This design comes from an exercise in tuning for small area, a short achievable clock period and few clock cycles per item on the open sky130 flow, not from production work.

## before
==> flow/design.v <==
package alu_pkg;
    localparam int DATA_W = 16;
    localparam int FRAC_W = 10;
    typedef logic signed [DATA_W-1:0]   fx_t;
    typedef logic [4:0]                 cnt_t;    
    typedef enum logic [3:0] {
        OP_FXADD = 4'd0,
        OP_FXSUB = 4'd1,
        OP_FXMUL = 4'd2,
        OP_FXMAC = 4'd3,
        OP_CLZ   = 4'd5,
        OP_LRCW  = 4'd6,
        OP_LFSR  = 4'd7
    } op_e;
    typedef struct packed {
        op_e op;
        fx_t a;
        fx_t b;
    } alu_req_t;
    localparam int MUL_STEPS = 4;
endpackage
`timescale 1ns/10ps
module fx_arith (
    input  logic        i_clk,
    input  logic        i_first,   
    input  logic [1:0]  i_step,    
    input  logic        i_addsub,
    input  logic        i_sub,
    input  logic        i_mul,
    input  logic        i_mac,
    input  logic [15:0] i_a,
    input  logic [15:0] i_b,       
    input  logic [3:0]  i_b_in,    
    input  logic [15:0] i_acc,
    output logic [15:0] o_res      
);
    function automatic [15:0] sat22(input logic [21:0] v);
        if (!v[21] && (|v[20:15])) begin
            sat22 = 16'h7FFF;
        end else if (v[21] && !(&v[20:15])) begin
            sat22 = 16'h8000;
        end else begin
            sat22 = v[15:0];
        end
    endfunction
    function automatic [15:0] sat17(input logic [16:0] v);
        if (v[16] != v[15]) begin
            sat17 = {v[16], {15{v[15]}}};
        end else begin
            sat17 = v[15:0];
        end
    endfunction
    function automatic [2:0] booth_enc(input logic [2:0] w);
        booth_enc[0] = w[1] ^ w[0];
        booth_enc[1] = (w[2] & ~w[1] & ~w[0]) | (~w[2] & w[1] & w[0]);
        booth_enc[2] = w[2];
    endfunction
    function automatic [16:0] booth_pp(input logic [2:0] e, input logic [15:0] a);
        logic [16:0] m;
        m = ({17{e[0]}} & {a[15], a}) | ({17{e[1]}} & {a, 1'b0});
        booth_pp = m ^ {17{e[2]}};
    endfunction
    logic [17:0] as_sum;
    logic [16:0] as_res;
    assign as_sum = {i_a[15], i_a[15], i_a, 1'b1} + {i_b[15], i_b[15], i_b, i_sub};
    assign as_res = as_sum[17:1];
    logic [4:0]  win;
    logic [5:0]  enc_q;
    logic [15:0] h_q;       
    logic [7:0]  lo_q;      
    logic [19:0] x;
    logic [19:0] y;
    logic [19:0] hx;
    logic [19:0] cs_s;
    logic [19:0] cs_c;
    logic [20:0] step_sum;
    logic [19:0] sum;
    logic [16:0] pp0;
    logic [16:0] pp1;
    always_comb begin
        if (i_first) begin
            win = {i_b_in, 1'b0};
        end else begin
            case (i_step)
                2'd0:    win = i_b[7:3];
                2'd1:    win = i_b[11:7];
                default: win = i_b[15:11];
            endcase
        end
    end
    always_ff @(posedge i_clk) begin
        enc_q <= {booth_enc(win[4:2]), booth_enc(win[2:0])};
    end
    assign pp0  = booth_pp(enc_q[2:0], i_a);
    assign pp1  = booth_pp(enc_q[5:3], i_a);
    assign hx   = {{4{h_q[15]}}, h_q};
    assign x    = {{3{pp0[16]}}, pp0};
    assign y    = {pp1[16], pp1, enc_q[5], enc_q[5]};
    assign cs_s = hx ^ x ^ y;
    assign cs_c = (hx & x) | (hx & y) | (x & y);
    assign step_sum = {cs_s, 1'b1} + {cs_c[18:0], enc_q[5], enc_q[2]};
    assign sum      = step_sum[20:1];
    always_ff @(posedge i_clk) begin
        if (i_first) begin
            h_q <= '0;
        end else begin
            h_q <= sum[19:4];
        end
        lo_q <= {sum[3:0], lo_q[7:4]};
    end
    logic [21:0] fin_b;
    logic [22:0] fin_sum;
    logic [21:0] fin;
    assign fin_b   = {{6{i_acc[15] & i_mac}}, i_acc & {16{i_mac}}};
    assign fin_sum = {h_q, lo_q[7:2], 1'b1} + {fin_b, lo_q[1]};
    assign fin     = fin_sum[22:1];
    assign o_res = ({16{i_addsub}} & sat17(as_res))
                 | ({16{i_mul}}    & sat22(fin));
endmodule
`timescale 1ns/10ps
module bit_ops #(
    parameter int LFSR_MAX_STEPS = 8
) (
    input  logic        i_clk,
    input  logic        i_first,   
    input  logic [3:0]  i_b_in,    
    input  logic        i_clz,
    input  logic        i_lrcw,
    input  logic        i_lfsr,    
    input  logic [15:0] i_a,
    input  logic [15:0] i_hi,      
    output logic [15:0] o_res      
);
    function automatic [4:0] clz16(input logic [15:0] v);
        logic [4:0] n;
        n = 5'd16;
        for (int i = 0; i < 16; i++) begin
            if (v[i]) begin
                n = 5'(15 - i);
            end
        end
        clz16 = n;
    endfunction
    function automatic [2:0] pop4(input logic [3:0] v);
        pop4 = {2'd0, v[0]} + {2'd0, v[1]} + {2'd0, v[2]} + {2'd0, v[3]};
    endfunction
    function automatic [4:0] popcount(input logic [15:0] v);
        logic [3:0] lo;
        logic [3:0] hi;
        lo = {1'b0, pop4(v[3:0])} + {1'b0, pop4(v[7:4])};
        hi = {1'b0, pop4(v[11:8])} + {1'b0, pop4(v[15:12])};
        popcount = {1'b0, lo} + {1'b0, hi};
    endfunction
    logic [4:0] n_q;
    always_ff @(posedge i_clk) begin
        if (i_first) begin
            n_q <= {1'b0, i_b_in};
        end else begin
            n_q <= popcount(i_a);
        end
    end
    logic [7:0]  fb;
    logic [15:0] lo;
    logic [15:0] hi;
    logic [30:0] x;
    always_comb begin
        for (int j = 1; j <= 8; j++) begin
            fb[8-j] = i_hi[16-j] ^ i_hi[14-j] ^ i_hi[13-j] ^ i_hi[11-j];
        end
    end
    assign lo = i_lrcw ? ~i_hi : {fb, 8'd0};
    assign hi = i_hi ^ {16{n_q[4]}};
    always_comb begin
        x = {hi, lo[15:1]};
        if (n_q[3]) x = {x[22:0], 8'd0};
        if (n_q[2]) x = {x[26:0], 4'd0};
        if (n_q[1]) x = {x[28:0], 2'd0};
        if (n_q[0]) x = {x[29:0], 1'd0};
    end
    assign o_res = ({16{i_clz}} & {11'd0, clz16(i_a)})
                 | ({16{i_lrcw | i_lfsr}} & x[30:15]);
endmodule
`timescale 1ns/10ps
module alu_ctrl (
    input  logic        i_clk,
    input  logic        i_rst_n,
    input  logic        i_req,
    input  logic [3:0]  i_op,         
    input  logic        i_mul,        
    input  logic        i_lrcw,       
    input  logic [15:0] i_arith_res,  
    input  logic [15:0] i_bits_res,   
    output logic        o_first,      
    output logic [1:0]  o_step,       
    output logic        o_acc_ok,     
    output logic [15:0] o_acc,
    output logic        o_ack,
    output logic [15:0] o_result
);
    logic        busy_q;
    logic        last_q;     
    logic        ack_q;
    logic [1:0]  step_q;
    logic [15:0] result_q;   
    logic        acc_ok_q;   
    logic        one_cycle;
    assign one_cycle = !((i_op == alu_pkg::OP_FXMUL) || (i_op == alu_pkg::OP_FXMAC)
                         || (i_op == alu_pkg::OP_LRCW));
    always_ff @(posedge i_clk or negedge i_rst_n) begin
        if (!i_rst_n) begin
            busy_q <= 1'b0;
            last_q <= 1'b0;
            ack_q  <= 1'b0;
            step_q <= 2'd0;
        end else begin
            if (!busy_q) begin
                step_q <= 2'd0;
                if (!ack_q && i_req) begin
                    busy_q <= 1'b1;
                    last_q <= one_cycle;
                end else if (ack_q && !i_req) begin
                    ack_q  <= 1'b0;
                end
            end else if (last_q) begin
                busy_q <= 1'b0;
                last_q <= 1'b0;
                ack_q  <= 1'b1;
            end else begin
                step_q <= step_q + 2'd1;
                last_q <= i_lrcw || (step_q == 2'd3);
            end
        end
    end
    always_ff @(posedge i_clk) begin
        if (busy_q && last_q) begin
            result_q <= i_arith_res | i_bits_res;
        end
    end
    always_ff @(posedge i_clk or negedge i_rst_n) begin
        if (!i_rst_n) begin
            acc_ok_q <= 1'b0;
        end else if (busy_q && last_q) begin
            acc_ok_q <= 1'b1;
        end
    end
    assign o_first  = !busy_q;
    assign o_step   = step_q;
    assign o_acc_ok = acc_ok_q;
    assign o_acc    = result_q;
    assign o_result = result_q;
    assign o_ack    = ack_q;
endmodule
`timescale 1ns/10ps
module alu_top #(
    parameter int LFSR_MAX_STEPS = 8
) (
    input  logic     i_clk,
    input  logic     i_rst_n,
    input  logic     i_req,
    input  alu_pkg::alu_req_t i_cmd,
    output logic     o_ack,
    output alu_pkg::fx_t      o_result
);
    logic        f_add, f_sub, f_mul, f_mac, f_clz, f_lrcw, f_lfsr;
    logic [15:0] a_q;
    logic [15:0] bx_q;      
    logic        first;
    logic [1:0]  step;
    logic [15:0] acc;
    logic        acc_ok;
    logic        f_macc;    
    logic [15:0] arith_res;
    logic [15:0] bits_res;
    always_ff @(posedge i_clk) begin
        f_add  <= (i_cmd.op == alu_pkg::OP_FXADD);
        f_sub  <= (i_cmd.op == alu_pkg::OP_FXSUB);
        f_mul  <= (i_cmd.op == alu_pkg::OP_FXMUL);
        f_mac  <= (i_cmd.op == alu_pkg::OP_FXMAC);
        f_macc <= (i_cmd.op == alu_pkg::OP_FXMAC) && acc_ok;
        f_clz  <= (i_cmd.op == alu_pkg::OP_CLZ);
        f_lrcw <= (i_cmd.op == alu_pkg::OP_LRCW);
        f_lfsr <= (i_cmd.op == alu_pkg::OP_LFSR) && !((|i_cmd.b[15:4]) || (i_cmd.b[3] && (|i_cmd.b[2:0])));
        a_q    <= i_cmd.a;
        if (i_cmd.op == alu_pkg::OP_LFSR) begin
            bx_q <= i_cmd.a;
        end else begin
            bx_q <= i_cmd.b ^ {16{i_cmd.op == alu_pkg::OP_FXSUB}};
        end
    end
    alu_ctrl u_ctrl (
        .i_clk       (i_clk),
        .i_rst_n     (i_rst_n),
        .i_req       (i_req),
        .i_op        (i_cmd.op),
        .i_mul       (f_mul | f_mac),
        .i_lrcw      (f_lrcw),
        .i_arith_res (arith_res),
        .i_bits_res  (bits_res),
        .o_first     (first),
        .o_step      (step),
        .o_acc_ok    (acc_ok),
        .o_acc       (acc),
        .o_ack       (o_ack),
        .o_result    (o_result)
    );
    fx_arith u_fx_arith (
        .i_clk   (i_clk),
        .i_first (first),
        .i_step  (step),
        .i_addsub(f_add | f_sub),
        .i_sub   (f_sub),
        .i_mul   (f_mul | f_mac),
        .i_mac   (f_macc),
        .i_a     (a_q),
        .i_b     (bx_q),
        .i_b_in  (i_cmd.b[3:0]),
        .i_acc   (acc),
        .o_res   (arith_res)
    );
    bit_ops #(
        .LFSR_MAX_STEPS (LFSR_MAX_STEPS)
    ) u_bit_ops (
        .i_clk   (i_clk),
        .i_first (first),
        .i_b_in  (i_cmd.b[3:0]),
        .i_clz   (f_clz),
        .i_lrcw  (f_lrcw),
        .i_lfsr  (f_lfsr),
        .i_a     (a_q),
        .i_hi    (bx_q),
        .o_res   (bits_res)
    );
endmodule
Settings: LEC_CHECK=0, CAP_MARGIN=20, CORE_MARGIN=2, CORE_UTILIZATION=65, SLEW_MARGIN=20; clock period 9.5 ns.
standard.sh (not shown) runs the stock make flow with config.mk's settings and CLKGATE_MAP_FILE= SYNTH_SCRIPT=/design/flow/synth_recipe.tcl, a recipe that flattens the netlist after the stock synthesis.
==> flow/flow/run.sh <==
#!/bin/bash
# Standard layout, with the timing repair aiming further below the clock
# period and small port buffers.
set -euo pipefail
bash standard.sh SETUP_SLACK_MARGIN=6.4 "BUFFER_PORTS_ARGS=-buffer_cell sky130_fd_sc_hd__buf_1" finish > standard_flow.log 2>&1
before completed end to end with timing, DRC and antenna clean.
diff inputs: before => after
--- a/flow/design.v
+++ b/flow/design.v
@@ -167,11 +167,11 @@
         for (int j = 1; j <= 8; j++) begin
             fb[8-j] = i_hi[16-j] ^ i_hi[14-j] ^ i_hi[13-j] ^ i_hi[11-j];
         end
     end
     assign lo = i_lrcw ? ~i_hi : {fb, 8'd0};
-    assign hi = i_hi ^ {16{n_q[4]}};
+    assign hi = n_q[4] ? lo : i_hi;
     always_comb begin
         x = {hi, lo[15:1]};
         if (n_q[3]) x = {x[22:0], 8'd0};
         if (n_q[2]) x = {x[26:0], 4'd0};
         if (n_q[1]) x = {x[28:0], 2'd0};
@@ -190,21 +190,19 @@
     input  logic        i_lrcw,       
     input  logic [15:0] i_arith_res,  
     input  logic [15:0] i_bits_res,   
     output logic        o_first,      
     output logic [1:0]  o_step,       
-    output logic        o_acc_ok,     
     output logic [15:0] o_acc,
     output logic        o_ack,
     output logic [15:0] o_result
 );
     logic        busy_q;
     logic        last_q;     
     logic        ack_q;
     logic [1:0]  step_q;
     logic [15:0] result_q;   
-    logic        acc_ok_q;   
     logic        one_cycle;
     assign one_cycle = !((i_op == alu_pkg::OP_FXMUL) || (i_op == alu_pkg::OP_FXMAC)
                          || (i_op == alu_pkg::OP_LRCW));
     always_ff @(posedge i_clk or negedge i_rst_n) begin
         if (!i_rst_n) begin
@@ -229,25 +227,19 @@
                 step_q <= step_q + 2'd1;
                 last_q <= i_lrcw || (step_q == 2'd3);
             end
         end
     end
-    always_ff @(posedge i_clk) begin
-        if (busy_q && last_q) begin
-            result_q <= i_arith_res | i_bits_res;
-        end
-    end
     always_ff @(posedge i_clk or negedge i_rst_n) begin
         if (!i_rst_n) begin
-            acc_ok_q <= 1'b0;
+            result_q <= '0;
         end else if (busy_q && last_q) begin
-            acc_ok_q <= 1'b1;
+            result_q <= i_arith_res | i_bits_res;
         end
     end
     assign o_first  = !busy_q;
     assign o_step   = step_q;
-    assign o_acc_ok = acc_ok_q;
     assign o_acc    = result_q;
     assign o_result = result_q;
     assign o_ack    = ack_q;
 endmodule
 `timescale 1ns/10ps
@@ -265,20 +257,17 @@
     logic [15:0] a_q;
     logic [15:0] bx_q;      
     logic        first;
     logic [1:0]  step;
     logic [15:0] acc;
-    logic        acc_ok;
-    logic        f_macc;    
     logic [15:0] arith_res;
     logic [15:0] bits_res;
     always_ff @(posedge i_clk) begin
         f_add  <= (i_cmd.op == alu_pkg::OP_FXADD);
         f_sub  <= (i_cmd.op == alu_pkg::OP_FXSUB);
         f_mul  <= (i_cmd.op == alu_pkg::OP_FXMUL);
         f_mac  <= (i_cmd.op == alu_pkg::OP_FXMAC);
-        f_macc <= (i_cmd.op == alu_pkg::OP_FXMAC) && acc_ok;
         f_clz  <= (i_cmd.op == alu_pkg::OP_CLZ);
         f_lrcw <= (i_cmd.op == alu_pkg::OP_LRCW);
         f_lfsr <= (i_cmd.op == alu_pkg::OP_LFSR) && !((|i_cmd.b[15:4]) || (i_cmd.b[3] && (|i_cmd.b[2:0])));
         a_q    <= i_cmd.a;
         if (i_cmd.op == alu_pkg::OP_LFSR) begin
@@ -296,11 +285,10 @@
         .i_lrcw      (f_lrcw),
         .i_arith_res (arith_res),
         .i_bits_res  (bits_res),
         .o_first     (first),
         .o_step      (step),
-        .o_acc_ok    (acc_ok),
         .o_acc       (acc),
         .o_ack       (o_ack),
         .o_result    (o_result)
     );
     fx_arith u_fx_arith (
@@ -308,11 +296,11 @@
         .i_first (first),
         .i_step  (step),
         .i_addsub(f_add | f_sub),
         .i_sub   (f_sub),
         .i_mul   (f_mul | f_mac),
-        .i_mac   (f_macc),
+        .i_mac   (f_mac),
         .i_a     (a_q),
         .i_b     (bx_q),
         .i_b_in  (i_cmd.b[3:0]),
         .i_acc   (acc),
         .o_res   (arith_res)
--- outcome ---
Against before, after comes in 23% higher on number of resized instances in the post-cts repair step.
On met2 global-route usage: between before and after, it ends up lower for before.
The higher worst slew margin relative to its limit of before and after is in after.
after gives more design area than before did.
The growth of design area from synthesis to finish in after sits 0.31 points above the value recorded for before.
Worst setup slack: higher on after
Function was not checked in any run of this note: the RTL went through the layout flow alone.

## re-timing with driven ports
The flow's constraints put no driver on any port. The routed layouts listed below were extracted and timed again, unchanged, in two steps. Step 1 sets driving cells, clkbuf_16 on the clock port and buf_2 on the other inputs (assumed; they add their load-dependent delay and slew). Step 2 moves the port delays by t, midway between the first and last clock arrival at a register: inputs arrive t later, outputs are due t later. That takes back most of the time a late clock gives input paths. Three values: ideal ports, drivers, drivers and shift; two values: the first two.
run | shift t [ns] | setup slack, ns | hold WS [ns] | latest minus earliest clock arrival (ns) | cell pins on the clock port's net
before | 0.406 | 5.876 / 5.876 / 5.876 | 0.386 / 0.386 / 0.386 | 0.008 / 0.007 | 1
after | 0.403 | 6.071 / 6.071 / 6.071 | 0.376 / 0.376 / 0.376 | 0.007 / 0.007 | 1
After both steps setup and hold are still met in every run listed.
